This is an optimization exercise on Yosys and OpenROAD, whose aim is small area, not a production implementation.
The RTL was checked by simulation tests, not by an equivalence proof against the original design.
No activity file was given, so power comes from the tool's default toggle rates.

### flow/config.mk
export PLATFORM = sky130hd
export DESIGN_NAME = mesi_system
export DESIGN_NICKNAME = mesi_system
export VERILOG_FILES = /design/flow/design.v
export SDC_FILE = /design/flow/constraint.sdc
export NUM_CORES = 4
export LEC_CHECK = 0
export CAP_MARGIN = 20
export CORE_MARGIN = 2
export CORE_UTILIZATION = 60
export PLACE_DENSITY = 0.7
export SLEW_MARGIN = 20
export SYNTH_HIERARCHICAL = 1
### flow/constraint.sdc
create_clock -name core_clock -period 7.0 [get_ports {clk}]
set_input_delay 1.4000 -clock core_clock [delete_from_list [all_inputs] [get_ports {clk}]]
set_output_delay 1.4000 -clock core_clock [all_outputs]
set_load 0.01 [all_outputs]
### flow/design.v
`default_nettype none
package mesi_pkg;
   localparam int DATA_W    = 32;             
   localparam int ADDR_W    = 5;              
   localparam int MEM_WORDS = 32;             
   localparam int NUM_LINES = 4;              
   localparam int INDEX_W   = 2;              
   localparam int TAG_W     = 3;              
   typedef enum logic [1:0] {
      ST_I = 2'b00,                           
      ST_E = 2'b01,                           
      ST_S = 2'b10,                           
      ST_M = 2'b11                            
   } mesi_state_t;
endpackage
`default_nettype wire
`timescale 1ns/1ps
`default_nettype none
module mesi_rd3 (
   input  logic [2:0] d,                      
   input  logic [2:0] s,                      
   output logic       y_n                     
);
   assign y_n = ~|(d & s);
endmodule
`default_nettype wire
`default_nettype none
module mesi_wmux (
   input  logic wen_n,                        
   input  logic din_n,                        
   input  logic q,                            
   output logic y
);
   assign y = ~((wen_n | din_n) & ~(wen_n & q));
endmodule
`default_nettype wire
`timescale 1ns/1ps
`default_nettype none
module mesi_system (
   input  logic                         clk,
   input  logic                         rst_n,
   input  logic                         p0_cyc,
   input  logic                         p0_stb,
   input  logic                         p0_we,
   input  logic [mesi_pkg::ADDR_W-1:0]  p0_adr,
   input  logic [mesi_pkg::DATA_W-1:0]  p0_dat_w,
   output logic [mesi_pkg::DATA_W-1:0]  p0_dat_r,
   output logic                         p0_ack,
   input  logic                         p1_cyc,
   input  logic                         p1_stb,
   input  logic                         p1_we,
   input  logic [mesi_pkg::ADDR_W-1:0]  p1_adr,
   input  logic [mesi_pkg::DATA_W-1:0]  p1_dat_w,
   output logic [mesi_pkg::DATA_W-1:0]  p1_dat_r,
   output logic                         p1_ack
);
   localparam int DW = mesi_pkg::DATA_W;
   localparam int AW = mesi_pkg::ADDR_W;
   localparam int NW = mesi_pkg::MEM_WORDS;
   localparam int NL = mesi_pkg::NUM_LINES;
   localparam int IW = mesi_pkg::INDEX_W;
   localparam int TW = mesi_pkg::TAG_W;
   localparam int NR = NW / 3;                
   localparam int NP = NW - 3 * NR;           
   localparam logic [2:0] C_IDLE   = 3'd0;
   localparam logic [2:0] C_ACK    = 3'd1;
   localparam logic [2:0] C_LOOKUP = 3'd7;
   logic [2:0]              cnt;
   logic                    post;             
   logic                    port;             
   logic                    last_port;        
   logic [AW-1:0]           adr;              
   logic [NR-1:0][2:0][DW-1:0] ring3;         
   logic [NP-1:0][DW-1:0]      ring2;         
   logic [2:0]              ph3;              
   logic                    ph2;              
   logic [NW-1:0]           vld;              
   logic [NL-1:0][TW-1:0]   tag0, tag1;       
   logic [NL-1:0][1:0]      st0,  st1;        
   logic                    req0, req1, grant;
   logic                    idle, lookup;
   logic                    psel;             
   logic                    we;
   logic [AW-1:0]           wadr;             
   logic [DW-1:0]           din;
   logic [IW-1:0]           idx;
   logic [TW-1:0]           tg;
   logic [TW-1:0]           own_tag, oth_tag;
   logic [1:0]              own_st,  oth_st;
   logic                    own_hit, oth_hit;
   logic                    wb;
   logic [2:0]              k;
   logic                    own_upd, oth_upd;
   logic [1:0]              own_new, oth_new;
   logic                    wr_now;           
   logic [NR:0]             rdec_w, rdec_r;   
   logic [2:0]              off_w,  off_r;    
   logic [2:0]              m3_w,   m3_r;     
   logic [1:0]              m2_w,   m2_r;     
   logic                    vld_a;            
   logic [NR-1:0]           wen3;
   logic                    wen2;
   logic [NR-1:0][2:1]      sel3;             
   logic                    sel2;             
   logic                    use_cp;           
   logic [DW-1:0]           rd_cp;            
   logic [DW-1:0]           rd;
   assign req0   = p0_cyc & p0_stb;
   assign req1   = p1_cyc & p1_stb;
   assign grant  = (req0 & req1) ? ~last_port : req1;   
   assign idle   = (cnt == C_IDLE);
   assign lookup = (cnt == C_LOOKUP);
   assign psel = idle ? grant : port;
   assign we   = psel ? p1_we    : p0_we;
   assign din  = psel ? p1_dat_w : p0_dat_w;
   assign wadr = idle ? (grant ? p1_adr : p0_adr) : adr;
   assign idx = adr[IW-1:0];
   assign tg  = adr[AW-1:IW];
   assign own_tag = port ? tag1[idx] : tag0[idx];
   assign own_st  = port ? st1[idx]  : st0[idx];
   assign oth_tag = port ? tag0[idx] : tag1[idx];
   assign oth_st  = port ? st0[idx]  : st1[idx];
   assign own_hit = (own_st != mesi_pkg::ST_I) && (own_tag == tg);
   assign oth_hit = (oth_st != mesi_pkg::ST_I) && (oth_tag == tg);
   assign wb      = ~own_hit && (own_st == mesi_pkg::ST_M);   
   always_comb
   begin
      if (own_hit)
         k = (we && own_st == mesi_pkg::ST_S) ? 3'd2 : 3'd1;
      else if (wb)
         k = (we || oth_hit) ? 3'd3 : 3'd4;
      else
         k = (we || oth_hit) ? 3'd2 : 3'd3;
   end
   assign own_upd = we | ~own_hit;
   assign own_new = we ? mesi_pkg::ST_M : (oth_hit ? mesi_pkg::ST_S : mesi_pkg::ST_E);
   assign oth_upd = oth_hit & (we | ~own_hit);
   assign oth_new = we ? mesi_pkg::ST_I : mesi_pkg::ST_S;
   always_ff @(posedge clk)
   begin
      if (!rst_n)
      begin
         cnt       <= C_IDLE;
         post      <= 1'b0;
         last_port <= 1'b0;                   
         ph3       <= 3'b001;
         ph2       <= 1'b0;
         st0       <= '0;
         st1       <= '0;
         vld       <= '0;
      end
      else
      begin
         case (cnt)
            C_IDLE:
               if (req0 | req1)
               begin
                  cnt       <= C_LOOKUP;
                  last_port <= grant;
               end
            C_LOOKUP:
               cnt <= k;
            3'd4:    cnt <= 3'd3;
            3'd3:    cnt <= 3'd2;
            3'd2:    cnt <= 3'd1;
            default: cnt <= C_IDLE;
         endcase
         post <= lookup;
         ph3  <= {ph3[1:0], ph3[2]};
         ph2  <= ~ph2;
         if (lookup)
         begin
            if (own_upd)
            begin
               if (port) st1[idx] <= own_new;
               else      st0[idx] <= own_new;
            end
            if (oth_upd)
            begin
               if (port) st0[idx] <= oth_new;
               else      st1[idx] <= oth_new;
            end
            if (we)
               vld[adr] <= 1'b1;
         end
      end
   end
   always_ff @(posedge clk)
   begin
      if (idle)
      begin
         port  <= grant;
         adr   <= wadr;
         vld_a <= vld[wadr];                  
      end
      if (lookup && own_upd)
      begin
         if (port) tag1[idx] <= tg;
         else      tag0[idx] <= tg;
      end
   end
   function automatic logic [NR+3:0] place(input logic [AW-1:0] a);
      place = '0;                               
      for (int w = 0; w < NW; w++)
         if (a == w)
         begin
            place[3 + w / 3] = 1'b1;
            place[w % 3]     = 1'b1;
         end
   endfunction
   function automatic logic [2:0] slot3(input logic [2:0] of, input logic [2:0] ph);
      for (int s = 0; s < 3; s++)
         slot3[s] = (of[0] & ph[s]) | (of[1] & ph[(s + 2) % 3]) | (of[2] & ph[(s + 1) % 3]);
   endfunction
   assign {rdec_w, off_w} = place(wadr);
   assign {rdec_r, off_r} = place(adr);
   assign m3_w  = slot3(off_w, ph3);
   assign m3_r  = slot3(off_r, ph3);
   assign m2_w  = {off_w[0] ^ ph2, off_w[0] ~^ ph2};
   assign m2_r  = {off_r[0] ^ ph2, off_r[0] ~^ ph2};
   assign wr_now = we & ((idle & (req0 | req1)) | lookup | post);
   always_comb
   begin
      for (int r = 0; r < NR; r++)
      begin
         wen3[r]    = wr_now & rdec_w[r] & m3_w[2];
         sel3[r][1] = rdec_r[r] & m3_r[1] & vld_a;
         sel3[r][2] = rdec_r[r] & m3_r[2] & vld_a;
      end
      wen2   = wr_now & rdec_w[NR] & m2_w[1];
      sel2   = rdec_r[NR] & m2_r[1] & vld_a;
      use_cp = vld_a & (rdec_r[NR] ? m2_r[0] : m3_r[0]);
   end
   logic [NR-1:0][DW-1:0]   nxt3;
   logic [DW-1:0]           nxt2;
   for (genvar b = 0; b < DW; b++)
   begin : g_wr
      for (genvar r = 0; r < NR; r++)
      begin : g_ring
         mesi_wmux u_wmux (
            .wen_n (~wen3[r]),
            .din_n (~din[b]),
            .q     (ring3[r][2][b]),
            .y     (nxt3[r][b])
         );
      end
      mesi_wmux u_wmux2 (
         .wen_n (~wen2),
         .din_n (~din[b]),
         .q     (ring2[1][b]),
         .y     (nxt2[b])
      );
   end
   always_ff @(posedge clk)
   begin
      for (int r = 0; r < NR; r++)
      begin
         ring3[r][0] <= nxt3[r];
         ring3[r][1] <= ring3[r][0];
         ring3[r][2] <= ring3[r][1];
      end
      ring2[0] <= nxt2;
      ring2[1] <= ring2[0];
   end
   localparam int NT = 2 * NR + 1;            
   localparam int NG = NT / 3;                
   logic [NT-1:0]           tsel;
   logic [DW-1:0][NT-1:0]   tdat;
   logic [DW-1:0][NG-1:0]   grp_n;
   always_comb
   begin
      for (int r = 0; r < NR; r++)
      begin
         tsel[2*r]     = sel3[r][1];
         tsel[2*r + 1] = sel3[r][2];
      end
      tsel[NT-1] = sel2;
      for (int b = 0; b < DW; b++)
      begin
         for (int r = 0; r < NR; r++)
         begin
            tdat[b][2*r]     = ring3[r][1][b];
            tdat[b][2*r + 1] = ring3[r][2][b];
         end
         tdat[b][NT-1] = ring2[1][b];
      end
   end
   for (genvar b = 0; b < DW; b++)
   begin : g_rd
      for (genvar g = 0; g < NG; g++)
      begin : g_grp
         mesi_rd3 u_rd3 (
            .d   (tdat[b][3*g +: 3]),
            .s   (tsel[3*g +: 3]),
            .y_n (grp_n[b][g])
         );
      end
      assign rd[b] = ~&grp_n[b] | (use_cp & rd_cp[b]);
   end
   always_ff @(posedge clk)
   begin
      rd_cp <= rd;
   end
   assign p0_dat_r = rd;                      
   assign p1_dat_r = rd;
   assign p0_ack   = (cnt == C_ACK) & ~port;
   assign p1_ack   = (cnt == C_ACK) &  port;
endmodule
`default_nettype wire
### flow/flow/run.sh
#!/bin/bash
# Standard layout with two changes: the port buffers use the smallest
# buffer cell, and clock tree synthesis uses clkbuf_8 in clusters of up to
# 16 sinks, without dummy loads.
set -euo pipefail
cd "$(dirname "$0")/.."
export BUFFER_PORTS_ARGS="-buffer_cell sky130_fd_sc_hd__buf_1"
export CTS_ARGS="-sink_clustering_enable -repair_clock_nets -buf_list sky130_fd_sc_hd__clkbuf_8 -sink_clustering_size 16 -sink_clustering_max_diameter 60 -dont_use_dummy_load"
bash standard.sh > standard.log 2>&1
### flow/standard.sh
#!/bin/bash
# synth_recipe.tcl (not shown) runs the flow's synth.tcl, then flattens the netlist and writes it again
# the make line also repeats each setting of config.mk as NAME=value (left out here)
make -C /OpenROAD-flow-scripts/flow DESIGN_CONFIG=/design/flow/config.mk WORK_HOME=/design/flow/orfs CLKGATE_MAP_FILE= SYNTH_SCRIPT=/design/flow/synth_recipe.tcl "${@:-finish}"
==> flow_summary_export.csv, run 1 <==
group,metric,value,unit
status,outcome,"no timing/DRC/antenna violations",
route,wirelength,82.85,mm
yosys,synth_cells,2818,
sta,slew_viol_final,0,
route,vias_per_cell,6.097,
place,placed_area,35100,sq um
setup_path,cp.arrival,5.33,ns
place,gp_congestion,0.8474,
clocking,cts_tree,"built",
sta,rsz0062_at_grt,"no",
setup_path,critPathSlowestCell,"nor2_2",
clocking,cts_max_path_buffers,3,
die,die_width,240.2,microns
die,ioPinCount,148,
die,start_util,60.76,%
sta,maxSlewHeadroom,16.08,%
min_path,min_delay_worst_endpoint,"ring3[613]$_DFF_P_",
layout,register_area,23200,sq um
yosys,synth_seq_cells,1144,
route,post_drt_wl_per_cell,21.97,microns
layout,nets,3119,
setup_path,r2r-start,"cnt[0]$_SDFFE_PN0P_",
yosys,synth_area_leaders,"dfxtp_1 67%, a222oi_1 6.8%, o21ai_1 5.3%",
pwr,leakage,13.44,nW
sta,finalSetupViolCount,0,
setup_path,reg2reg_depth,14,
run,maxCapViolCount,0,
setup_path,cp_slowest_stage_delay,0.97,ns
min_path,hold_class,"reg2reg",
setup_path,path_max_fanout,16,
setup_path,ff2ff_setup_slack,2.09,ns
setup_path,cp_data_required_time,5.60,ns
yosys,synth_cell_types,66,
layout,layout-drive-gt1-share,7.214,%
clocking,cts.sinks,1144,
sta,fin_crit,6.728,ns
yosys,yosysWarnings,7,
sta,hold_ws,0.2899,ns
die,die-area,57700,sq um
sta,hold_viol,0,
layout,num-fill-cells,4327,
route,drtIter0Drc,2798,
layout,multi_input_area,9906,sq um
clocking,cts_root_buffer,"clkbuf_8",
clocking,htreeDepth,3,
yosys,seq_area_frac_synth,69.31,%
sta,fin_tns_setup,0,ns
grt,grt_pass1_wl,128.5,mm
route,drtAntennaViolNets,0,
setup_path,path_class,"reg2out",
die,fp.dieH,240.2,microns
grt,antenna_found_initial,1,
die,rows,86,
layout,syn_to_final_growth,8.566,%
min_path,hold_depth,0,
pwr,ir_drop,274.5,uV
setup_path,crit_family,"simple AND/OR/NAND/NOR gates",
route,drcViolationCount,0,
sta,period_share,96.12,%
sta,max_freq,0.1486,GHz
setup_path,crit_buf_inv,3,
grt,grt_usage,28.72,%
sta,fin_worst_skew,0.05558,ns
yosys,syn_avg_cell_area,11.88,sq um
grt,global_route.overflow_total,0,
yosys,async_flop_share,0,%
clocking,holdBufCountCts,0,
route,firstDrtPassIters,10,
clocking,cts_inserted_buffers,83,
yosys,yosysTopAreaCell,"dfxtp_1",
yosys,post_synth_most_frequent_cells,"1114 x dfxtp_1, 411 x nand2_1, 352 x o21ai_1",
setup_path,critical_path.cell_chain,"inv_1 > ha_1 > nand2_1 > and3b_1 > a311oi_1 > a21oi_1 > nand2_1 > a222oi_1 > buf_4 > nor2_2 > a222oi_1 > nand3_1 > a211o_1 > buf_1",
grt,grt_max_degree,65,
place,port-buffer-count,147,
setup_path,rr_endpoint,"ring3[887]$_DFF_P_",
clocking,cts.repair.resized,0,
setup_path,end_kind,"output pin",
yosys,syn-cell-area,33480,sq um
setup_path,start_kind,"register",
yosys,synth.top_cell.area_share,66.62,%
min_path,worstHoldStart,"ring3[581]$_DFF_P_",
layout,stdcell_area,36340,sq um
pwr,power_density,431.5,nW/um^2
yosys,yosysMostFrequentCell,"dfxtp_1",
grt,grt_pass1_vias,22490,
yosys,syn_nets,2913,
sta,tightest_slew,1.257,ns
die,coreArea,55090,sq um
yosys,synth-edff-count,30,
yosys,ys.flop_type,"dfxtp_1",
route,num_vias,22990,
place,hpwl,49.54,mm
clocking,insertion_delay,0.70,ns
clocking,clk_pin_slew,0.09,ns
==> worst register-to-register path: cells and delay by family (launching register included) <==
family | cells | cell delay (ns)
buffers and inverters | 3 | 1.10
flip-flops | 1 | 0.37
AND/OR/NAND/NOR | 8 | 2.24
AO/OA/AOI/OAI | 3 | 1.05
==> where the power goes <==
group,switching (mW),internal (mW)
Combinational,2.32,1.06
Sequential,0.863,8.47
Clock,1.90,1.07
Total,5.08,10.6
==> worst max-delay path by stage <==
stage | cells after the start | from | to | slack [ns]
floorplan | 14 | adr[1]$_DFFE_PN_ | p1_dat_r[30] | 0.40
finish | 14 | adr[1]$_DFFE_PN_ | p0_dat_r[11] | 0.27
global route | 15 | adr[1]$_DFFE_PN_ | p1_dat_r[28] | 0.01
global placement | 14 | adr[1]$_DFFE_PN_ | p1_dat_r[31] | 0.80
CTS | 14 | adr[4]$_DFFE_PN_ | p0_dat_r[18] | 0.02
detailed placement | 14 | adr[4]$_DFFE_PN_ | p0_dat_r[18] | 0.80
==> routing by layer <==
metal / share of wire, % / vias to the layer above / GRT usage, % / wire [microns]
met5: 0 / - / 0 / 0
met4: 2.9 / 0 / 9.674 / 2433
met3: 7.4 / 159 / 4.638 / 6114
met2: 46 / 884 / 45.97 / 38090
met1: 44 / 11120 / 39.91 / 36210
li1: - / 10830 / - / -
==> per-module statistics from Yosys, one instance, submodules excluded <==
module	times used	cells inside	area (sq um)	flip-flops and latches
mesi_rd3	224	1	10.01	0
mesi_system	1	1890	28150	1144
mesi_wmux	352	2	8.758	0
==> sequential cells by signal, summed over array words and instances, names as in the netlist <==
signal	count
port	1
st0	8
vld	32
tag0	12
cnt	3
vld_a	1
adr	5
post	1
ph3	3
rd_cp	32
st1	8
tag1	12
ring3	960
ring2	64
ph2	1
last_port	1
==> layout make-up <==
cell class	count	share of cell area (%)
diodes	1	0.006885
well taps	748	2.575
inverters	40	0.4338
flip-flops and latches	1144	63.84
clock buffers	83	3.143
multi-input cells	1552	27.25
repair buffers	203	2.747
==> kinds of logic after synthesis <==
family                     after synthesis  synth area share [%]
buffers and inverters                  123                 1.962
muxes                                   78                 2.870
DFF                                   1144                 69.31
and+or+nand+nor                        669                 8.828
AOI/OAI and AO/OA                      779                 16.23
xor gates and xnor gates                12                0.3139
adders and majority gates               13                0.4859
==> what timing repair did <==
item                                    CTS  global route
endpoints found under the setup margin    0            64
buffers inserted                          0             3
endpoints found under the hold margin     0             0
==> cells in the final DEF, fill, tap and decap left out, types with 27 or more instances in the layout <==
| cell | instances |
|---|---|
| dfxtp_1 | 1114 |
| o21ai_1 | 352 |
| mux2i_1 | 52 |
| nand2_1 | 408 |
| inv_1 | 34 |
| a211o_1 | 34 |
| a222oi_1 | 226 |
| a21oi_1 | 42 |
| buf_1 | 147 |
| nor3_1 | 27 |
| o21ai_0 | 43 |
| clkbuf_8 | 84 |
| nor2_1 | 46 |
| buf_4 | 53 |
| nand4_1 | 40 |
| edfxtp_1 | 30 |
| nor2b_1 | 35 |
| nand3_1 | 44 |
==> through the flow <==
step	worst slack [ns]	util (%)	power [mW]	cells
detailed placement	0.8002	63.71	12.73	3681
global placement	0.8020	63.67	12.58	3681
floorplan	0.4009	-	11.43	2818
CTS	0.02061	65.78	15.65	3764
finish	0.2719	65.97	15.68	3771
global route	0.01214	65.97	16.47	3771
==> run 2: changes to the inputs <==
--- a/flow/design.v
+++ b/flow/design.v
@@ -29,9 +29,10 @@
    input  logic wen_n,                        
    input  logic din_n,                        
    input  logic q,                            
+   input  logic keep,                         
    output logic y
 );
-   assign y = ~((wen_n | din_n) & ~(wen_n & q));
+   assign y = ~((wen_n | din_n) & ~(wen_n & q & keep));
 endmodule
 `default_nettype wire
 `timescale 1ns/1ps
@@ -74,7 +75,7 @@
    logic [NP-1:0][DW-1:0]      ring2;         
    logic [2:0]              ph3;              
    logic                    ph2;              
-   logic [NW-1:0]           vld;              
+   logic [1:0]              clr_q;            
    logic [NL-1:0][TW-1:0]   tag0, tag1;       
    logic [NL-1:0][1:0]      st0,  st1;        
    logic                    req0, req1, grant;
@@ -97,7 +98,7 @@
    logic [2:0]              off_w,  off_r;    
    logic [2:0]              m3_w,   m3_r;     
    logic [1:0]              m2_w,   m2_r;     
-   logic                    vld_a;            
+   logic                    keep;             
    logic [NR-1:0]           wen3;
    logic                    wen2;
    logic [NR-1:0][2:1]      sel3;             
@@ -147,7 +148,6 @@
          ph2       <= 1'b0;
          st0       <= '0;
          st1       <= '0;
-         vld       <= '0;
       end
       else
       begin
@@ -180,8 +180,6 @@
                if (port) st0[idx] <= oth_new;
                else      st1[idx] <= oth_new;
             end
-            if (we)
-               vld[adr] <= 1'b1;
          end
       end
    end
@@ -191,7 +189,6 @@
       begin
          port  <= grant;
          adr   <= wadr;
-         vld_a <= vld[wadr];                  
       end
       if (lookup && own_upd)
       begin
@@ -218,18 +215,23 @@
    assign m3_r  = slot3(off_r, ph3);
    assign m2_w  = {off_w[0] ^ ph2, off_w[0] ~^ ph2};
    assign m2_r  = {off_r[0] ^ ph2, off_r[0] ~^ ph2};
-   assign wr_now = we & ((idle & (req0 | req1)) | lookup | post);
+   assign wr_now = rst_n & we & ((idle & (req0 | req1)) | lookup | post);
+   always_ff @(posedge clk)
+   begin
+      clr_q <= {clr_q[0], ~rst_n};
+   end
+   assign keep = rst_n & ~|clr_q;
    always_comb
    begin
       for (int r = 0; r < NR; r++)
       begin
          wen3[r]    = wr_now & rdec_w[r] & m3_w[2];
-         sel3[r][1] = rdec_r[r] & m3_r[1] & vld_a;
-         sel3[r][2] = rdec_r[r] & m3_r[2] & vld_a;
+         sel3[r][1] = rdec_r[r] & m3_r[1];
+         sel3[r][2] = rdec_r[r] & m3_r[2];
       end
       wen2   = wr_now & rdec_w[NR] & m2_w[1];
-      sel2   = rdec_r[NR] & m2_r[1] & vld_a;
-      use_cp = vld_a & (rdec_r[NR] ? m2_r[0] : m3_r[0]);
+      sel2   = rdec_r[NR] & m2_r[1];
+      use_cp = rdec_r[NR] ? m2_r[0] : m3_r[0];
    end
    logic [NR-1:0][DW-1:0]   nxt3;
    logic [DW-1:0]           nxt2;
@@ -241,6 +243,7 @@
             .wen_n (~wen3[r]),
             .din_n (~din[b]),
             .q     (ring3[r][2][b]),
+            .keep  (keep),
             .y     (nxt3[r][b])
          );
       end
@@ -248,6 +251,7 @@
          .wen_n (~wen2),
          .din_n (~din[b]),
          .q     (ring2[1][b]),
+         .keep  (keep),
          .y     (nxt2[b])
       );
    end
==> run 2 against run 1 <==
  * Now fails the layout checks on max-slew violations
  * Worst setup slack better by 0.32 ns
  * Die area fell by 2.3%
  * Sequential power decreased by 29%
  * Count of clock-buffer cells in the layout shrank 2
  * Critical path type unchanged
==> flow_summary_export.csv, run 2 <==
group,metric,value,unit
yosys,synth.top_cell.area_share,66.36,%
sta,maxSlewHeadroom,-5.146,%
sta,hold_ws,0.2965,ns
yosys,yosysWarnings,7,
status,so_faults,"max-slew violations",
route,drtAntennaViolNets,0,
route,vias_per_cell,6.502,
yosys,synth_top_family_by_area,"compound AO/OA/AOI/OAI gates",
status,outcome,"complete, but fails checks",
pwr,ir_drop,260.2,uV
clocking,clk_pin_slew,0.09,ns
yosys,synth-simple-area-share,9.504,%
yosys,synth-edff-count,29,
route,num_vias,23300,
pwr,combinationalPowerShare,20.6,%
pwr,switchingPower,3.826,mW
setup_path,end_kind,"output pin",
grt,grt_pass1_vias,22910,
route,highest_layer,"met4",
yosys,synth_area_leaders,"dfxtp_1 66%, a222oi_1 6.9%, nand3_1 6.2%",
pwr,total_power,11.96,mW
yosys,syn-cell-area,32700,sq um
setup_path,ff2ff_setup_slack,2.10,ns
route,wirelength,85.86,mm
pwr,sequentialPowerShare,55.1,%
grt,global_route.overflow_total,0,
sta,finalSetupViolCount,0,
min_path,hold_class,"reg2reg",
layout,mostFrequentLayoutCell,"dfxtp_1",
layout,syn_to_final_growth,8.483,%
die,die-area,56380,sq um
clocking,htreeDepth,3,
layout,top_regs,"ring3 (960), ring2 (64), rd_cp (32)",
yosys,synth_cell_types,70,
yosys,post_synth_most_frequent_cells,"1084 x dfxtp_1, 406 x nand3_1, 352 x o21ai_1",
die,die_width,237.5,microns
layout,fin_cells,3584,
yosys,syn_nets,2778,
pwr,clkPwrFrac,24.3,%
yosys,async_flop_share,0,%
yosys,synth-compound-area-share,16.23,%
route,post_drt_wl_per_cell,23.96,microns
route,firstDrtPassIters,10,
sta,hold_viol,0,
grt,grt_usage,29.85,%
run,maxCapViolCount,0,
yosys,ys.flop_type,"dfxtp_1",
clocking,cts_root_buffer,"clkbuf_8",
setup_path,path_class,"reg2out",
yosys,synthXorXnorAreaFrac,0.3214,%
grt,antenna_found_initial,1,
layout,nets,2980,
setup_path,path_max_fanout,21,
die,fp.dieH,237.5,microns
clocking,cts_inserted_buffers,81,
pwr,power_density,337.1,nW/um^2
die,start_util,60.76,%
sta,tightest_slew,1.577,ns
clocking,insertion_delay,0.71,ns
clocking,cts.repair.resized,0,
place,hpwl,47.91,mm
place,detailedPlace.worstSlack,0.9671,ns
yosys,muxShareOfSynthArea,2.564,%
die,rows,85,
sta,setup_slack,0.5885,ns
sta,max_freq,0.1560,GHz
route,m1WireLength,36.87,mm
pwr,leakage,12.82,nW
sta,period_share,91.59,%
setup_path,start_kind,"register",
yosys,yosys.area_share.adder,0.3444,%
clocking,cts_max_path_buffers,3,
pwr,swShare,32.00,%
place,dp.cells,3499,
place,gp_congestion,0.8406,
die,ioPinCount,148,
sta,fin_worst_skew,0.06013,ns
layout,utilization,65.92,%
die,coreArea,53810,sq um
yosys,yosysMostFrequentCell,"dfxtp_1",
sta,fin_crit,6.412,ns
layout,regMostFlops,"ring3",
layout,largest_reg_flops,960,
setup_path,cp.arrival,5.01,ns
yosys,yosysTopAreaCell,"dfxtp_1",
route,wl_met3,7.131,mm
layout,layout_common_cells,"1084 x dfxtp_1, 397 x nand3_1, 352 x o21ai_1, 227 x a222oi_1, 147 x buf_1",
pwr,cellInternalPower,8.131,mW
sta,slew_viol_final,67,
place,port-buffer-count,147,
sta,rsz0062_at_grt,"no",
yosys,seq_area_frac_synth,69.03,%
grt,grt_pass1_wl,131.7,mm
yosys,synth_cells,2687,
route,drcViolationCount,0,
grt,grt_max_degree,233,
route,wl_met2,39.41,mm
layout,layout-drive-gt1-share,7.205,%
yosys,syn_avg_cell_area,12.17,sq um
clocking,cts_tree,"built",
yosys,synth_seq_cells,1113,
clocking,cts.sinks,1113,
setup_path,cp_data_required_time,5.60,ns
route,drtIter0Drc,3414,
==> run 2: kinds of logic after synthesis <==
| kind of cell | Yosys count |
|---|---|
| flip-flops | 1113 |
| XOR/XNOR | 12 |
| buffers and inverters | 122 |
| AND/OR/NAND/NOR | 605 |
| multiplexers | 68 |
| adder cells (fa/ha/maj) | 9 |
| AO/OA/AOI/OAI | 758 |
==> run 2: per-stage QoR <==
stage,setup TNS [ns],instance area (sq um)
final,0,35470
after global routing,0,35470
after CTS,0,35430
after detailed placement,0,34310
after global placement,0,34280
after floorplan,-315.64,32710
==> run 2: what timing repair did <==
item | CTS | global route
hold buffers | 0 | 0
setup buffers | 0 | 2
setup endpoints to repair | 0 | 64
==> run 2: critical path, cell delays in order (launching register included) <==
cell	delay (ns)
edfxtp_1	0.95
nor2b_1	0.43
nand3b_1	0.11
o311ai_0	0.11
a221o_1	0.26
a222oi_1	0.09
buf_4	0.24
nor3_2	0.86
buf_4	0.52
a222oi_1	0.13
nand4_1	0.19
a211o_1	0.23
buf_1	0.18
==> run 2: per-layer routing <==
layer / vias up / global-route usage (%)
met5: - / 0
met4: 0 / 10.04
met3: 172 / 4.947
met2: 1014 / 48.00
met1: 11400 / 41.29
li1: 10720 / -
==> run 2: area by class of cell <==
cell class	instances	area [sq um]
inverters	44	166.4
diodes	1	2.502
repair buffers	197	949.7
well taps	696	870.8
fillers	4211	18340
flip-flops and latches	1113	22570
multi-input cells	1452	9798
clock buffers	81	1115
==> run 2: path summary, 6_finish.rpt <==
check,start,end,cells after the start
setup / recovery,adr[4]$_DFFE_PN_,p1_dat_r[29],12
setup reg to reg,cnt[1]$_SDFFE_PN0P_,ring3[480]$_DFF_P_,11
hold / removal,ring3[790]$_DFF_P_,ring3[822]$_DFF_P_,0
hold reg to reg,ring3[790]$_DFF_P_,ring3[822]$_DFF_P_,0
==> run 2: power groups by stage <==
stage | clock network, mW | registers [mW] | logic, mW
finish | 2.91 | 6.59 | 2.46
floorplan | 0 | 6.65 | 1.49
CTS | 2.95 | 6.60 | 2.38
global placement | 0 | 6.74 | 2.32
detailed placement | 0 | 6.75 | 2.37
global route | 3.18 | 6.60 | 2.59
==> run 2: per-module statistics from Yosys (local to each module, per instance) <==
module | flip-flops and latches | times used
mesi_wmux | 0 | 352
mesi_rd3 | 0 | 224
mesi_system | 1113 | 1
==> run 3: changes to the inputs <==
--- a/flow/design.v
+++ b/flow/design.v
@@ -25,15 +25,20 @@
 endmodule
 `default_nettype wire
 `default_nettype none
+module mesi_wkeep (
+   input  logic hold,                         
+   input  logic q,                            
+   output logic y_n                           
+);
+   assign y_n = ~(hold & q);
+endmodule
 module mesi_wmux (
    input  logic wen_n,                        
    input  logic din_n,                        
-   input  logic q,                            
-   input  logic keep,                         
+   input  logic keep_n,                       
    output logic y
 );
-   assign y = ~((wen_n | din_n) & ~(wen_n & q & keep));
-endmodule
+   assign y = ~((wen_n | din_n) & keep_n);endmodule
 `default_nettype wire
 `timescale 1ns/1ps
 `default_nettype none
@@ -86,8 +91,8 @@
    logic [DW-1:0]           din;
    logic [IW-1:0]           idx;
    logic [TW-1:0]           tg;
-   logic [TW-1:0]           own_tag, oth_tag;
-   logic [1:0]              own_st,  oth_st;
+   logic                    hit0, hit1;
+   logic [1:0]              own_st;
    logic                    own_hit, oth_hit;
    logic                    wb;
    logic [2:0]              k;
@@ -117,12 +122,11 @@
    assign wadr = idle ? (grant ? p1_adr : p0_adr) : adr;
    assign idx = adr[IW-1:0];
    assign tg  = adr[AW-1:IW];
-   assign own_tag = port ? tag1[idx] : tag0[idx];
-   assign own_st  = port ? st1[idx]  : st0[idx];
-   assign oth_tag = port ? tag0[idx] : tag1[idx];
-   assign oth_st  = port ? st0[idx]  : st1[idx];
-   assign own_hit = (own_st != mesi_pkg::ST_I) && (own_tag == tg);
-   assign oth_hit = (oth_st != mesi_pkg::ST_I) && (oth_tag == tg);
+   assign hit0    = (st0[idx] != mesi_pkg::ST_I) && (tag0[idx] == tg);
+   assign hit1    = (st1[idx] != mesi_pkg::ST_I) && (tag1[idx] == tg);
+   assign own_st  = port ? st1[idx] : st0[idx];
+   assign own_hit = port ? hit1 : hit0;
+   assign oth_hit = port ? hit0 : hit1;
    assign wb      = ~own_hit && (own_st == mesi_pkg::ST_M);   
    always_comb
    begin
@@ -239,20 +243,30 @@
    begin : g_wr
       for (genvar r = 0; r < NR; r++)
       begin : g_ring
-         mesi_wmux u_wmux (
-            .wen_n (~wen3[r]),
-            .din_n (~din[b]),
+         logic keep_n;
+         mesi_wkeep u_wkeep (
+            .hold  (~wen3[r] & keep),
             .q     (ring3[r][2][b]),
-            .keep  (keep),
-            .y     (nxt3[r][b])
+            .y_n   (keep_n)
+         );
+         mesi_wmux u_wmux (
+            .wen_n  (~wen3[r]),
+            .din_n  (~din[b]),
+            .keep_n (keep_n),
+            .y      (nxt3[r][b])
          );
       end
-      mesi_wmux u_wmux2 (
-         .wen_n (~wen2),
-         .din_n (~din[b]),
+      logic keep2_n;
+      mesi_wkeep u_wkeep2 (
+         .hold  (~wen2 & keep),
          .q     (ring2[1][b]),
-         .keep  (keep),
-         .y     (nxt2[b])
+         .y_n   (keep2_n)
+      );
+      mesi_wmux u_wmux2 (
+         .wen_n  (~wen2),
+         .din_n  (~din[b]),
+         .keep_n (keep2_n),
+         .y      (nxt2[b])
       );
    end
    always_ff @(posedge clk)
==> run 3 against run 2 <==
  * Global-route usage up 1.1 points
  * Critical path type unchanged
  * Final cell count grew 0.33%
  * Die area shrank 1.5%
  * Now clean on timing, DRC and antenna
  * Hold slack about the same
  * Largest cell class unchanged
  * Highest routed layer unchanged
  * Synthesized area is 1.6% lower
  * First-iteration DRC count increased by 1.6%
  * Combinational power is essentially flat
  * Core utilization increased by 0.48 points
  * Synthesized cell count rose by 1.1%
  * Sequential cell count unchanged
==> flow_summary_export.csv, run 3 <==
group,metric,value,unit
pwr,ir_drop,230.1,uV
sta,fin_worst_skew,0.08363,ns
clocking,htreeDepth,3,
clocking,clk_pin_slew,0.09,ns
clocking,insertion_delay,0.71,ns
clocking,cts.repair.resized,0,
grt,antenna_found_initial,0,
place,port-buffer-count,147,
grt,grt_pass1_wl,132.3,mm
clocking,cts_max_path_buffers,3,
route,wirelength,87.18,mm
yosys,yosysMostFrequentCell,"dfxtp_1",
sta,tightest_slew,1.204,ns
layout,fin_cells,3596,
die,die-area,55510,sq um
clocking,cts_inserted_buffers,81,
setup_path,crit_family,"compound AO/OA/AOI/OAI gates",
yosys,synth.top_cell.area_share,67.42,%
sta,period_share,95.35,%
yosys,synth-edff-count,29,
min_path,worstHoldStart,"ring3[290]$_DFF_P_",
sta,hold_ws,0.2968,ns
sta,max_freq,0.1498,GHz
setup_path,r2r-start,"adr[0]$_DFFE_PN_",
route,post_drt_wl_per_cell,24.24,microns
route,vias_per_cell,6.296,
layout,regMostFlops,"ring3",
route,drtIter0Drc,3470,
setup_path,reg2reg_depth,13,
die,fp.dieH,235.6,microns
clocking,cts_root_buffer,"clkbuf_8",
yosys,synth_seq_cells,1113,
pwr,power_density,339.8,nW/um^2
layout,register_area,22570,sq um
setup_path,cp.arrival,5.27,ns
route,drcViolationCount,0,
setup_path,path_common_cell,"buf_4",
layout,layout-drive-gt1-share,7.840,%
setup_path,start_kind,"register",
sta,hold_viol,0,
grt,grt_max_degree,35,
route,firstDrtPassIters,12,
die,start_util,61.01,%
layout,largest_reg_flops,960,
setup_path,critPathSlowestCell,"a222oi_1",
die,rows,84,
layout,syn_to_final_growth,8.839,%
grt,global_route.overflow_total,0,
route,drtAntennaViolNets,0,
pwr,leakage,12.74,nW
layout,mostFrequentLayoutCell,"dfxtp_1",
setup_path,ff2ff_setup_slack,2.40,ns
layout,layout_common_cells,"1084 x dfxtp_1, 399 x nand2_1, 365 x o21ai_1, 226 x a222oi_1, 147 x buf_1",
sta,fin_tns_setup,0,ns
yosys,synth_cells,2717,
yosys,ys.flop_type,"dfxtp_1",
setup_path,crit_buf_inv,5,
min_path,min_delay_worst_endpoint,"ring3[322]$_DFF_P_",
layout,antennaDiodeCount,0,
setup_path,rr_endpoint,"rd_cp[19]$_DFF_P_",
setup_path,cp_data_required_time,5.60,ns
clocking,cts_tree,"built",
yosys,seq_area_frac_synth,70.13,%
yosys,post_synth_most_frequent_cells,"1084 x dfxtp_1, 410 x nand2_1, 365 x o21ai_1",
layout,nets,3001,
setup_path,path_class,"reg2out",
pwr,total_power,11.90,mW
layout,top_regs,"ring3 (960), ring2 (64), rd_cp (32)",
sta,slew_viol_final,0,
min_path,hold_class,"reg2reg",
sta,fin_crit,6.675,ns
yosys,async_flop_share,0,%
yosys,yosysTopAreaCell,"dfxtp_1",
die,ioPinCount,148,
setup_path,end_kind,"output pin",
place,dp.cells,3509,
clocking,holdBufCountCts,0,
yosys,synth_area_leaders,"dfxtp_1 67%, a222oi_1 7.0%, o21ai_1 5.7%",
sta,finalSetupViolCount,0,
die,die_width,235.6,microns
yosys,yosysWarnings,7,
setup_path,critical_path.cell_chain,"buf_4 > inv_1 > ha_1 > mux2_2 > a221o_1 > a221o_1 > a222oi_1 > buf_4 > nor4_2 > buf_4 > a222oi_1 > nand4_1 > a211o_1 > buf_1",
place,hpwl,50.54,mm
yosys,synth_cell_types,66,
status,outcome,"no timing/DRC/antenna violations",
layout,num-fill-cells,4156,
sta,rsz0062_at_grt,"no",
run,maxCapViolCount,0,
yosys,syn_avg_cell_area,11.85,sq um
die,coreArea,52760,sq um
clocking,cts_setup_buffers,0,
sta,maxSlewHeadroom,19.57,%
grt,grt_usage,30.93,%
yosys,syn_nets,2808,
layout,multi_input_area,9303,sq um
setup_path,path_max_fanout,19,
clocking,cts.sinks,1113,
route,num_vias,22640,
min_path,hold_depth,0,
grt,grt_pass1_vias,22370,
setup_path,cp_slowest_stage_delay,0.51,ns
yosys,syn-cell-area,32190,sq um
place,gp_congestion,0.8688,
-- run 3: cell types whose count changed after synthesis, moves of 7 or more --
cell	delta
nor3_1	-7
o21ai_1	+13
clkbuf_1	+15
nor2_1	+14
mux2i_1	-15
a21oi_1	+31
nand3_1	-354
a221oi_1	-7
o31ai_1	-7
nand2_1	+364
a31oi_1	-10
-- run 3: report_power, final --
group	total (mW)	leakage, nW	switching (mW)	internal [mW]
clock network	2.89	0.582	1.85	1.04
registers	6.57	8.99	0.104	6.47
logic	2.44	3.16	1.82	0.622
total	11.9	12.7	3.77	8.13
-- run 3: kinds of logic after synthesis --
group / share of synthesized area, %
buffers and inverters: 2.068
and+or+nand+nor: 8.719
adders and majority gates: 0.3499
muxes: 1.963
xor gates and xnor gates: 0.3771
AOI/OAI and AO/OA: 16.40
DFF: 70.13
-- run 3: modules after synthesis, one instance, submodules excluded --
module       flip-flops and latches  area (sq um)  copies in the design  cells
mesi_system                    1113         26860                     1   1789
mesi_wmux                         0         5.005                   352      1
mesi_rd3                          0         10.01                   224      1
mesi_wkeep                        0         3.754                   352      1
-- run 3: worst max-delay path by stage --
stage                     slack (ns)              from            to  cells past startpoint
final                           0.33  adr[0]$_DFFE_PN_  p1_dat_r[19]                     14
after global routing            0.08  adr[0]$_DFFE_PN_  p1_dat_r[19]                     14
after CTS                       0.34  adr[0]$_DFFE_PN_  p1_dat_r[31]                     14
after detailed placement        1.06  adr[0]$_DFFE_PN_  p1_dat_r[31]                     14
after global placement          1.18  adr[0]$_DFFE_PN_  p1_dat_r[19]                     14
after floorplan                 0.25  adr[0]$_DFFE_PN_   p1_dat_r[0]                     16
-- run 3: metrics by stage --
step | setup slack [ns] | util, % | cell area [sq um]
global route | 0.08404 | 66.40 | 35030
floorplan | 0.2533 | - | 32190
finish | 0.3253 | 66.40 | 35030
CTS | 0.3448 | 66.16 | 34910
detailed placement | 1.061 | 64.05 | 33790
global placement | 1.175 | 63.95 | 33740
-- run 3: area by class of cell --
cell class / count / area share (%)
inverter: 38 / 0.4143
tap: 688 / 2.457
sequential: 1113 / 64.43
timing repair buffer: 201 / 2.961
clock buffer: 81 / 3.182
multi-input combinational: 1475 / 26.55
-- run 3: layer usage --
metal / track usage, % / routed length, microns / vias to the layer above
li1: - / - / 10370
met1: 42.28 / 36900 / 10950
met2: 49.82 / 39760 / 1129
met3: 4.972 / 7615 / 192
met4: 11.58 / 2910 / 0
met5: 0 / 0 / -
==> run 4: changes to the inputs <==
--- a/flow/config.mk
+++ b/flow/config.mk
@@ -7,7 +7,7 @@
 export LEC_CHECK = 0
 export CAP_MARGIN = 20
 export CORE_MARGIN = 2
-export CORE_UTILIZATION = 60
-export PLACE_DENSITY = 0.7
+export CORE_UTILIZATION = 70
+export PLACE_DENSITY = 0.8
 export SLEW_MARGIN = 20
 export SYNTH_HIERARCHICAL = 1
==> run 4 against run 3 <==
  * Clock skew down 0.0037 ns
  * Sequential power about the same
  * Still clean on timing, DRC and antenna
  * Combinational power is essentially flat
  * Fmax is 0.56% higher
  * Critical path depth decreased by 1
  * Worst setup slack gained 0.037 ns
  * Non-clock buffer count down 6
  * Synthesized area is the same
  * Final cell count decreased by 2.6%
  * Power is 0.20% higher
  * Design area fell by 0.51%
==> flow_summary_export.csv, run 4 <==
group,metric,value,unit
yosys,synth.top_cell.area_share,67.42,%
min_path,hold_depth,0,
setup_path,path_max_fanout,32,
clocking,cts_max_path_buffers,3,
route,num_vias,23380,
setup_path,reg2reg_depth,12,
grt,grt_pass1_wl,135.0,mm
sta,period_share,94.82,%
yosys,syn_nets,2808,
setup_path,end_kind,"output pin",
setup_path,cp_data_required_time,5.60,ns
yosys,ys.flop_type,"dfxtp_1",
sta,tightest_slew,1.233,ns
route,firstDrtPassIters,11,
clocking,cts_setup_buffers,0,
route,drtIter0Drc,3978,
min_path,hold_class,"reg2reg",
place,port-buffer-count,147,
layout,nets,2995,
setup_path,path_class,"reg2out",
setup_path,critPathSlowestCell,"a222oi_1",
setup_path,start_kind,"register",
route,drcViolationCount,0,
yosys,post_synth_most_frequent_cells,"1084 x dfxtp_1, 410 x nand2_1, 365 x o21ai_1",
place,hpwl,50.56,mm
yosys,synth-edff-count,29,
yosys,synth_cells,2717,
die,fp.dieH,218.4,microns
grt,global_route.overflow_total,0,
grt,grt_usage,37.13,%
route,drtAntennaViolNets,0,
layout,mostFrequentLayoutCell,"dfxtp_1",
route,wirelength,88.96,mm
sta,fin_crit,6.638,ns
layout,antennaDiodeCount,0,
clocking,cts.sinks,1113,
yosys,synth_seq_cells,1113,
die,coreArea,45380,sq um
pwr,total_power,11.93,mW
layout,utilization,76.80,%
clocking,htreeDepth,3,
clocking,clk_pin_slew,0.09,ns
yosys,yosysWarnings,7,
sta,fin_worst_skew,0.07992,ns
sta,finalSetupViolCount,0,
die,die_width,218.4,microns
sta,slew_viol_final,0,
die,die-area,47710,sq um
pwr,power_density,342.2,nW/um^2
yosys,seq_area_frac_synth,70.13,%
clocking,holdBufCountCts,0,
layout,layout_common_cells,"1084 x dfxtp_1, 399 x nand2_1, 365 x o21ai_1, 226 x a222oi_1, 147 x buf_1",
sta,rsz0062_at_grt,"no",
clocking,cts_tree,"built",
pwr,leakage,12.72,nW
grt,antenna_found_initial,0,
sta,maxSlewHeadroom,17.62,%
yosys,synth_cell_types,66,
sta,hold_viol,0,
setup_path,cp_slowest_stage_delay,0.52,ns
setup_path,cp.depth,13,
setup_path,ff2ff_setup_slack,2.18,ns
status,outcome,"no timing/DRC/antenna violations",
run,maxCapViolCount,0,
grt,grt_pass1_vias,23240,
pwr,ir_drop,261.8,uV
setup_path,crit_buf_inv,4,
layout,syn_to_final_growth,8.284,%
yosys,yosysTopAreaCell,"dfxtp_1",
yosys,yosysMostFrequentCell,"dfxtp_1",
die,start_util,70.93,%
yosys,async_flop_share,0,%
die,ioPinCount,148,
layout,layout-drive-gt1-share,7.581,%
layout,top_regs,"ring3 (960), ring2 (64), rd_cp (32)",
route,post_drt_wl_per_cell,25.40,microns
setup_path,crit_family,"compound AO/OA/AOI/OAI gates",
place,gp_congestion,0.8993,
sta,fin_tns_setup,0,ns
grt,grt_max_degree,35,
setup_path,cp.arrival,5.24,ns
die,rows,78,
clocking,insertion_delay,0.71,ns
setup_path,critical_path.cell_chain,"buf_4 > inv_1 > ha_1 > mux2_2 > a221o_1 > a221o_1 > a222oi_1 > buf_4 > nor2_4 > a222oi_1 > nand4_1 > a211o_1 > buf_1",
sta,max_freq,0.1507,GHz
clocking,cts_root_buffer,"clkbuf_8",
yosys,syn_avg_cell_area,11.85,sq um
yosys,synth_area_leaders,"dfxtp_1 67%, a222oi_1 7.0%, o21ai_1 5.7%",
layout,largest_reg_flops,960,
route,vias_per_cell,6.676,
clocking,cts.repair.resized,0,
layout,num-fill-cells,2957,
layout,regMostFlops,"ring3",
yosys,syn-cell-area,32190,sq um
clocking,cts_inserted_buffers,81,
run 4: path summary, 6_finish.rpt:
check	startpoint	endpoint
worst min register to register	ring3[578]$_DFF_P_	ring3[610]$_DFF_P_
worst min-delay path	ring3[578]$_DFF_P_	ring3[610]$_DFF_P_
worst max-delay path	adr[0]$_DFFE_PN_	p0_dat_r[29]
worst max register to register	cnt[0]$_SDFFE_PN0P_	ring3[103]$_DFF_P_
run 4: worst register-to-register path, cell delays in order (launching register included):
cell	delay, ns
dfxtp_1	0.37
or3_4	0.46
inv_2	0.25
nor2_1	0.08
a31o_2	0.37
inv_2	0.27
xnor2_1	0.12
a211oi_1	0.25
a211oi_1	0.11
o211ai_1	0.84
buf_4	0.45
nand2_2	0.75
o21ai_1	0.41
run 4: cell families (layout without fill, tap and decap cells):
logic type,Yosys count,count (layout),synth area share [%]
adders and majority gates,9,9,0.3499
DFF,1113,1113,70.13
AOI/OAI and AO/OA,770,770,16.40
xor gates and xnor gates,13,13,0.3771
buffers and inverters,129,314,2.068
and+or+nand+nor,634,634,8.719
muxes,49,49,1.963
run 4: metal layers:
layer | vias to the layer above | GRT usage [%] | share of wire (%)
li1 | 10350 | - | -
met1 | 11350 | 49.41 | 39
met2 | 1425 | 59.85 | 47
met3 | 255 | 6.374 | 10
met4 | 0 | 16.67 | 4.3
met5 | - | 0 | 0
run 4: area by class of cell:
cell class | count | area [sq um] | share of cell area [%]
inverter | 38 | 145.1 | 0.4164
tap | 600 | 750.7 | 2.154
timing repair buffer | 195 | 972.2 | 2.789
clock buffer | 81 | 1115 | 3.199
multi-input combinational | 1475 | 9299 | 26.68
sequential | 1113 | 22570 | 64.76
run 4: through the flow:
stage	hold slack [ns]	instance area (sq um)	setup WS, ns	instances
3_3_place_gp	0.3097	33620	1.301	3417
3_5_place_dp	0.3121	33620	1.148	3417
4_1_cts	0.2870	34740	0.3944	3498
2_1_floorplan	0.3096	32190	0.2533	2717
5_1_grt	0.2890	34850	0.06511	3502
6_report	0.2848	34850	0.3625	3502
run 4: power by group:
part           total (mW)  leakage [nW]  switching, mW  internal, mW
Clock                2.91         0.582           1.87          1.04
Combinational        2.45          3.14           1.84         0.608
Sequential           6.57          8.99          0.105          6.47
Total                11.9          12.7           3.81          8.12
run 4: modules after synthesis, one instance, submodules excluded:
module	flops+latches	times used	cells
mesi_system	1113	1	1789
mesi_rd3	0	224	1
mesi_wmux	0	352	1
mesi_wkeep	0	352	1
==> run 5: changes to the inputs <==
--- a/flow/design.v
+++ b/flow/design.v
@@ -189,11 +189,8 @@
    end
    always_ff @(posedge clk)
    begin
-      if (idle)
-      begin
-         port  <= grant;
-         adr   <= wadr;
-      end
+      port <= psel;                           
+      adr  <= wadr;                           
       if (lookup && own_upd)
       begin
          if (port) tag1[idx] <= tg;
==> run 5 against run 4 <==
  * Still clean
  * Synthesized cell count decreased by 0.55%
  * Worst setup slack got worse by 0.048 ns
  * Fmax decreased by 0.71%
  * Clock skew decreased by 0.0082 ns
  * Hold slack improved by 0.023 ns
  * Via count decreased by 0.83%
  * First-iteration DRC count decreased by 0.50%
  * Sequential share of layout area increased by 0.44 points
==> flow_summary_export.csv, run 5 <==
group,metric,value,unit
status,outcome,"no timing/DRC/antenna violations",
clocking,cts.repair.resized,0,
place,gp_congestion,0.9100,
yosys,yosysWarnings,7,
yosys,async_flop_share,0,%
route,drtIter0Drc,3958,
sta,setup_slack,0.3148,ns
grt,grt_max_degree,35,
layout,layout_common_cells,"1089 x dfxtp_1, 415 x nand2_1, 352 x o21ai_1, 227 x a222oi_1, 147 x buf_1",
sta,rsz0062_at_grt,"no",
route,num_vias,23190,
die,start_util,70.76,%
sta,period_share,95.50,%
layout,top_regs,"ring3 (960), ring2 (64), rd_cp (32)",
route,drcViolationCount,0,
sta,fin_worst_skew,0.07175,ns
yosys,seq_area_frac_synth,70.44,%
yosys,syn_avg_cell_area,11.83,sq um
place,placed_area,33420,sq um
layout,num-fill-cells,2991,
clocking,holdBufCountCts,0,
layout,largest_reg_flops,960,
pwr,ir_drop,282.2,uV
place,hpwl,50.87,mm
setup_path,path_class,"reg2out",
pwr,clkPwrFrac,24.6,%
place,detailedPlace.worstSlack,1.207,ns
yosys,post_synth_most_frequent_cells,"1089 x dfxtp_1, 425 x nand2_1, 352 x o21ai_1",
pwr,cellInternalPower,8.022,mW
min_path,min_delay_worst_endpoint,"ring3[908]$_DFF_P_",
grt,grt_pass1_wl,132.2,mm
grt,met1_usage,49.95,%
pwr,combinationalPowerShare,19.6,%
clocking,cts_max_path_buffers,3,
place,port-buffer-count,147,
setup_path,r2r-start,"cnt[2]$_SDFFE_PN0P_",
yosys,synth_area_leaders,"dfxtp_1 68%, a222oi_1 7.1%, o21ai_1 5.5%",
grt,grtUsageMet3,7.671,%
layout,antennaDiodeCount,0,
setup_path,cp_data_required_time,5.60,ns
grt,use_met2,57.28,%
sta,finalSetupViolCount,0,
route,post_drt_wl_per_cell,25.07,microns
sta,fin_crit,6.685,ns
yosys,synth.top_cell.area_share,68.19,%
setup_path,end_kind,"output pin",
yosys,synth_cell_types,59,
setup_path,rr_endpoint,"ring3[388]$_DFF_P_",
yosys,synth_cells,2702,
clocking,cts_root_buffer,"clkbuf_8",
layout,stdcell_area,34540,sq um
clocking,cts_setup_buffers,0,
clocking,cts_tree,"built",
pwr,power_density,339.3,nW/um^2
pwr,swShare,31.54,%
setup_path,path_max_fanout,24,
yosys,ys.flop_type,"dfxtp_1",
pwr,leakage,12.63,nW
yosys,syn_nets,2793,
clocking,htreeDepth,3,
setup_path,cp.arrival,5.29,ns
setup_path,reg2reg_depth,13,
route,firstDrtPassIters,8,
layout,nets,2976,
clocking,clk_pin_slew,0.09,ns
pwr,total_power,11.72,mW
layout,layout-drive-gt1-share,6.694,%
pwr,switchingPower,3.696,mW
route,vias_per_cell,6.657,
yosys,yosysMostFrequentCell,"dfxtp_1",
clocking,insertion_delay,0.69,ns
yosys,yosysTopAreaCell,"dfxtp_1",
grt,grt_usage,36.48,%
layout,syn_to_final_growth,8.026,%
grt,grt-busiest-layer,"met2",
clocking,cts.sinks,1113,
die,die_width,217.7,microns
die,ioPinCount,148,
sta,hold_viol,0,
sta,tightest_slew,1.264,ns
yosys,synth_seq_cells,1113,
die,coreArea,45190,sq um
die,rows,78,
min_path,worstHoldStart,"ring3[876]$_DFF_P_",
grt,antenna_found_initial,0,
die,die-area,47400,sq um
route,wirelength,87.31,mm
sta,fin_tns_setup,0,ns
route,drtAntennaViolNets,0,
min_path,hold_class,"reg2reg",
min_path,hold_depth,0,
sta,maxSlewHeadroom,15.54,%
yosys,synth-edff-count,24,
sta,slew_viol_final,0,
layout,regMostFlops,"ring3",
clocking,cts_inserted_buffers,80,
yosys,syn-cell-area,31970,sq um
run,maxCapViolCount,0,
sta,max_freq,0.1496,GHz
setup_path,start_kind,"register",
grt,global_route.overflow_total,0,
grt,grt_pass1_vias,22880,
pwr,sequentialPowerShare,55.8,%
layout,mostFrequentLayoutCell,"dfxtp_1",
die,fp.dieH,217.7,microns
setup_path,ff2ff_setup_slack,2.23,ns
-- run 5: changes by cell type after synthesis, sizes merged, moves of 5 or more --
cell	delta
dfxtp	+5
a22oi	+5
o22ai	+7
o32ai	+6
o21ai	-24
nand2	+15
edfxtp	-5
buf	-11
nor3	-5
clkbuf	+6
-- run 5: per-layer routing --
metal,part of all wire (%),vias up,wire length (microns)
li1,-,10280,-
met1,40,11280,35110
met2,45,1401,39530
met3,11,226,9635
met4,3.5,0,3033
met5,0,-,0
-- run 5: power by group through the flow --
stage	clock network, mW	logic, mW	registers [mW]
floorplan	0	1.33	6.63
finish	2.89	2.29	6.54
global placement	0	2.15	6.68
global route	3.13	2.39	6.55
detailed placement	0	2.21	6.69
CTS	2.90	2.22	6.54
-- run 5: per-module statistics from Yosys (local to each module, per instance) --
module / area (sq um) / times used / cells / flip-flops and latches
mesi_rd3: 10.01 / 224 / 1 / 0
mesi_system: 26650 / 1 / 1774 / 1113
mesi_wkeep: 3.754 / 352 / 1 / 0
mesi_wmux: 5.005 / 352 / 1 / 0
-- run 5: worst max-delay path by stage --
stage	cells after the start	end	slack, ns	from
6_report	16	p0_dat_r[11]	0.31	adr[1]$_DFF_P_
5_1_grt	16	p1_dat_r[31]	0.09	adr[1]$_DFF_P_
4_1_cts	16	p0_dat_r[11]	0.47	adr[1]$_DFF_P_
3_5_place_dp	16	p0_dat_r[11]	1.21	adr[1]$_DFF_P_
3_3_place_gp	16	p1_dat_r[31]	1.42	adr[1]$_DFF_P_
2_1_floorplan	17	p1_dat_r[0]	0.47	adr[0]$_DFF_P_
-- run 5: critical path, cell delays in order, from the launching register on --
cell	delay, ns
dfxtp_1	0.32
buf_4	0.20
inv_1	0.14
ha_1	0.52
nor2_1	0.15
nor2_1	0.12
a21oi_1	0.05
o221a_2	0.28
o22ai_1	0.21
a222oi_1	0.15
buf_4	0.25
nor4_2	0.88
buf_4	0.57
a222oi_1	0.20
nand4_1	0.16
a211o_1	0.23
buf_1	0.18
-- run 5: logic make-up (layout without fill, tap and decap cells) --
kind of cell,Yosys count,in the layout,share of synthesized area [%]
compound gates,759,759,16.35
simple gates,629,629,8.433
flops,1113,1113,70.44
fa+ha+maj,9,9,0.3522
mux,51,51,2.086
xor+xnor,11,11,0.3013
buf+inv,130,311,2.035
-- run 5: area by class of cell --
cell class                      instances  area [sq um]  area share, %
Timing Repair Buffer                  187         852.1          2.467
Multi-Input combinational cell       1459          9149          26.49
Inverter                               44         165.2         0.4782
Tap cell                              600         750.7          2.174
Sequential cell                      1113         22520          65.21
Clock buffer                           80          1101          3.188
-- run 5: stage by stage --
step | instances | util (%) | hold WS [ns]
floorplan | 2702 | - | 0.3096
finish | 3483 | 76.44 | 0.3075
global placement | 3403 | 73.95 | 0.3097
CTS | 3483 | 76.41 | 0.3083
detailed placement | 3403 | 73.97 | 0.3121
global route | 3483 | 76.44 | 0.3100
==> run 6: changes to the inputs <==
--- a/flow/config.mk
+++ b/flow/config.mk
@@ -7,7 +7,7 @@
 export LEC_CHECK = 0
 export CAP_MARGIN = 20
 export CORE_MARGIN = 2
-export CORE_UTILIZATION = 70
-export PLACE_DENSITY = 0.8
+export CORE_UTILIZATION = 60
+export PLACE_DENSITY = 0.7
 export SLEW_MARGIN = 20
 export SYNTH_HIERARCHICAL = 1
==> run 6 against run 5 <==
  * Sequential share of layout area fell by 0.49 points
  * Synthesized cell count unchanged
  * Via count down 2.0%
  * Synthesized area unchanged
  * First-iteration DRC count shrank 17%
  * Still clean on timing, DRC and antenna
  * Power is 0.39% higher
  * Highest routed layer unchanged
  * Worst setup slack improved by 0.11 ns
  * Die area up 16%
  * Routed wire length up 0.34%
  * Sequential cell count is the same
  * Global-route usage down 5.5 points
  * Sequential power about the same
==> flow_summary_export.csv, run 6 <==
group,metric,value,unit
route,drtAntennaViolNets,0,
yosys,synth_seq_cells,1113,
layout,syn_to_final_growth,8.844,%
grt,global_route.overflow_total,0,
setup_path,cp.arrival,5.17,ns
yosys,synth_area_leaders,"dfxtp_1 68%, a222oi_1 7.1%, o21ai_1 5.5%",
die,fp.dieH,234.8,microns
yosys,ys.flop_type,"dfxtp_1",
pwr,leakage,12.71,nW
route,wirelength,87.60,mm
yosys,yosysWarnings,7,
clocking,htreeDepth,3,
yosys,yosysMostFrequentCell,"dfxtp_1",
route,drtIter0Drc,3293,
route,firstDrtPassIters,9,
layout,num-fill-cells,4038,
setup_path,cp_data_required_time,5.60,ns
sta,period_share,93.92,%
place,detailedPlace.worstSlack,1.231,ns
run,maxCapViolCount,0,
route,post_drt_wl_per_cell,24.45,microns
setup_path,path_class,"reg2out",
grt,grt_pass1_vias,22160,
grt,antenna_found_initial,0,
place,hpwl,51.94,mm
yosys,synth_cell_types,59,
grt,grt_pass1_wl,132.6,mm
layout,regMostFlops,"ring3",
setup_path,start_kind,"register",
clocking,cts.sinks,1113,
clocking,cts_inserted_buffers,80,
yosys,seq_area_frac_synth,70.44,%
place,gp_congestion,0.8537,
clocking,cts_setup_buffers,0,
grt,grt_max_degree,35,
layout,nets,2987,
yosys,syn_nets,2793,
sta,fin_tns_setup,0,ns
sta,slew_viol_final,0,
yosys,synth.top_cell.area_share,68.19,%
pwr,ir_drop,181.1,uV
setup_path,end_kind,"output pin",
sta,hold_viol,0,
sta,maxSlewHeadroom,21.53,%
status,outcome,"no timing/DRC/antenna violations",
die,ioPinCount,148,
yosys,async_flop_share,0,%
die,die_width,234.8,microns
setup_path,path_max_fanout,24,
die,start_util,60.72,%
clocking,cts.repair.resized,0,
layout,mostFrequentLayoutCell,"dfxtp_1",
route,num_vias,22730,
die,rows,84,
layout,multi_input_area,9158,sq um
sta,fin_crit,6.575,ns
yosys,synth-edff-count,24,
route,vias_per_cell,6.344,
clocking,cts_max_path_buffers,3,
die,coreArea,52660,sq um
sta,setup_slack,0.4254,ns
layout,layout_common_cells,"1089 x dfxtp_1, 415 x nand2_1, 352 x o21ai_1, 227 x a222oi_1, 147 x buf_1",
min_path,hold_class,"reg2reg",
clocking,insertion_delay,0.71,ns
clocking,cts_tree,"built",
pwr,power_density,338.1,nW/um^2
route,drcViolationCount,0,
sta,rsz0062_at_grt,"no",
sta,tightest_slew,1.175,ns
sta,fin_worst_skew,0.09782,ns
yosys,post_synth_most_frequent_cells,"1089 x dfxtp_1, 425 x nand2_1, 352 x o21ai_1",
place,port-buffer-count,147,
yosys,syn-cell-area,31970,sq um
layout,layout-drive-gt1-share,7.049,%
clocking,holdBufCountCts,0,
sta,finalSetupViolCount,0,
die,die-area,55150,sq um
layout,register_area,22520,sq um
grt,grt_usage,31.03,%
yosys,yosysTopAreaCell,"dfxtp_1",
clocking,cts_root_buffer,"clkbuf_8",
clocking,clk_pin_slew,0.10,ns
yosys,syn_avg_cell_area,11.83,sq um
sta,max_freq,0.1521,GHz
yosys,synth_cells,2702,
layout,largest_reg_flops,960,
layout,top_regs,"ring3 (960), ring2 (64), rd_cp (32)",
-- run 6: cell types whose count changed in the layout (fill, tap and decap cells not counted), sizes merged --
| cell | before | now |
|---|---|---|
| diode | 0 | 1 |
| buf | 187 | 198 |
-- run 6: final cells by class --
| class | instances | area share (%) |
|---|---|---|
| diodes | 1 | 0.007191 |
| clock buffers | 80 | 3.164 |
| inverters | 44 | 0.4746 |
| multi-input cells | 1459 | 26.31 |
| flip-flops and latches | 1113 | 64.72 |
| well taps | 688 | 2.474 |
| repair buffers | 198 | 2.851 |
-- run 6: logic make-up (layout without fill, tap and decap cells) --
kind of cell / count (synthesis) / after routing / synth area share, %
adder cells (fa/ha/maj): 9 / 9 / 0.3522
XOR/XNOR: 11 / 11 / 0.3013
buffers and inverters: 130 / 322 / 2.035
other: 0 / 1 / 0
multiplexers: 51 / 51 / 2.086
AO/OA/AOI/OAI: 759 / 759 / 16.35
flip-flops: 1113 / 1113 / 70.44
AND/OR/NAND/NOR: 629 / 629 / 8.433
-- run 6: critical path, cell delays in order (launching register included) --
cell	delay [ns]
dfxtp_1	0.31
buf_4	0.20
inv_1	0.14
ha_1	0.51
nor2_1	0.14
nor2_1	0.11
a21oi_1	0.05
o221a_2	0.27
o22ai_1	0.20
a222oi_1	0.15
buf_4	0.25
nor3_2	0.84
buf_4	0.54
a222oi_1	0.19
nand4_1	0.16
a211o_1	0.25
buf_1	0.18
-- run 6: worst paths after layout --
| kind | startpoint | end | slack [ns] | cells after the start |
|---|---|---|---|---|
| worst max-delay path | adr[1]$_DFF_P_ | p0_dat_r[21] | 0.43 | 16 |
| worst min-delay path | ring3[96]$_DFF_P_ | ring3[128]$_DFF_P_ | 0.30 | 0 |
| worst max register to register | cnt[2]$_SDFFE_PN0P_ | ring3[384]$_DFF_P_ | 2.27 | 13 |
| worst min register to register | ring3[96]$_DFF_P_ | ring3[128]$_DFF_P_ | 0.30 | 0 |
-- run 6: per-layer routing --
layer / wire, microns / track usage [%] / vias to the layer above
met5: 0 / 0 / -
met4: 2537 / 10.95 / 0
met2: 40310 / 49.72 / 1180
li1: - / - / 10300
met3: 8158 / 5.392 / 195
met1: 36600 / 42.64 / 11060
-- run 6: where the power goes --
| part | internal, mW | leakage (nW) | switching (mW) |
|---|---|---|---|
| Sequential | 6.45 | 8.99 | 0.0816 |
| Clock | 1.03 | 0.575 | 1.85 |
| Combinational | 0.570 | 3.14 | 1.79 |
| Total | 8.05 | 12.7 | 3.71 |
-- run 6: modules after synthesis, one instance, submodules excluded --
module	copies in the design	cells inside	flip-flops and latches
mesi_system	1	1774	1113
mesi_rd3	224	1	0
mesi_wmux	352	1	0
mesi_wkeep	352	1	0
-- run 6: metrics by stage --
stage	power [mW]	cells	utilization [%]	instance area, sq um	hold WS [ns]
3_5_place_dp	8.946	3501	63.89	33640	0.3121
4_1_cts	11.72	3581	65.98	34740	0.3021
5_1_grt	12.16	3582	66.09	34800	0.3072
2_1_floorplan	7.955	2702	-	31970	0.3096
6_report	11.76	3583	66.09	34800	0.3044
3_3_place_gp	8.893	3499	63.81	33600	0.3096

separate check: timing with driven ports:
The results above use ideal ports. As a check the final layouts listed here were re-extracted and re-timed, cells and wires unchanged. Step 1, drivers: a clkbuf_16 drives clk and a buf_2 each remaining input, both assumed. Step 2 times the ports against the registers' clock, not the clock port: input delays grow and output delays shrink by t, the midpoint of the rising clock arrivals with the driver on. a / b / c = no drivers / after step 1 / after step 2; a / b = the first two.
run	t, ns	setup WS [ns]	clock arrival spread, ns
run 1	0.730	0.272 / 0.212 / 0.942	0.056 / 0.056
run 2	0.735	0.588 / 0.535 / 1.168	0.061 / 0.060
run 3	0.722	0.325 / 0.268 / 0.990	0.084 / 0.084
run 4	0.733	0.362 / 0.304 / 1.037	0.081 / 0.080
run 5	0.713	0.315 / 0.260 / 0.973	0.072 / 0.072
run 6	0.722	0.425 / 0.367 / 1.089	0.098 / 0.098
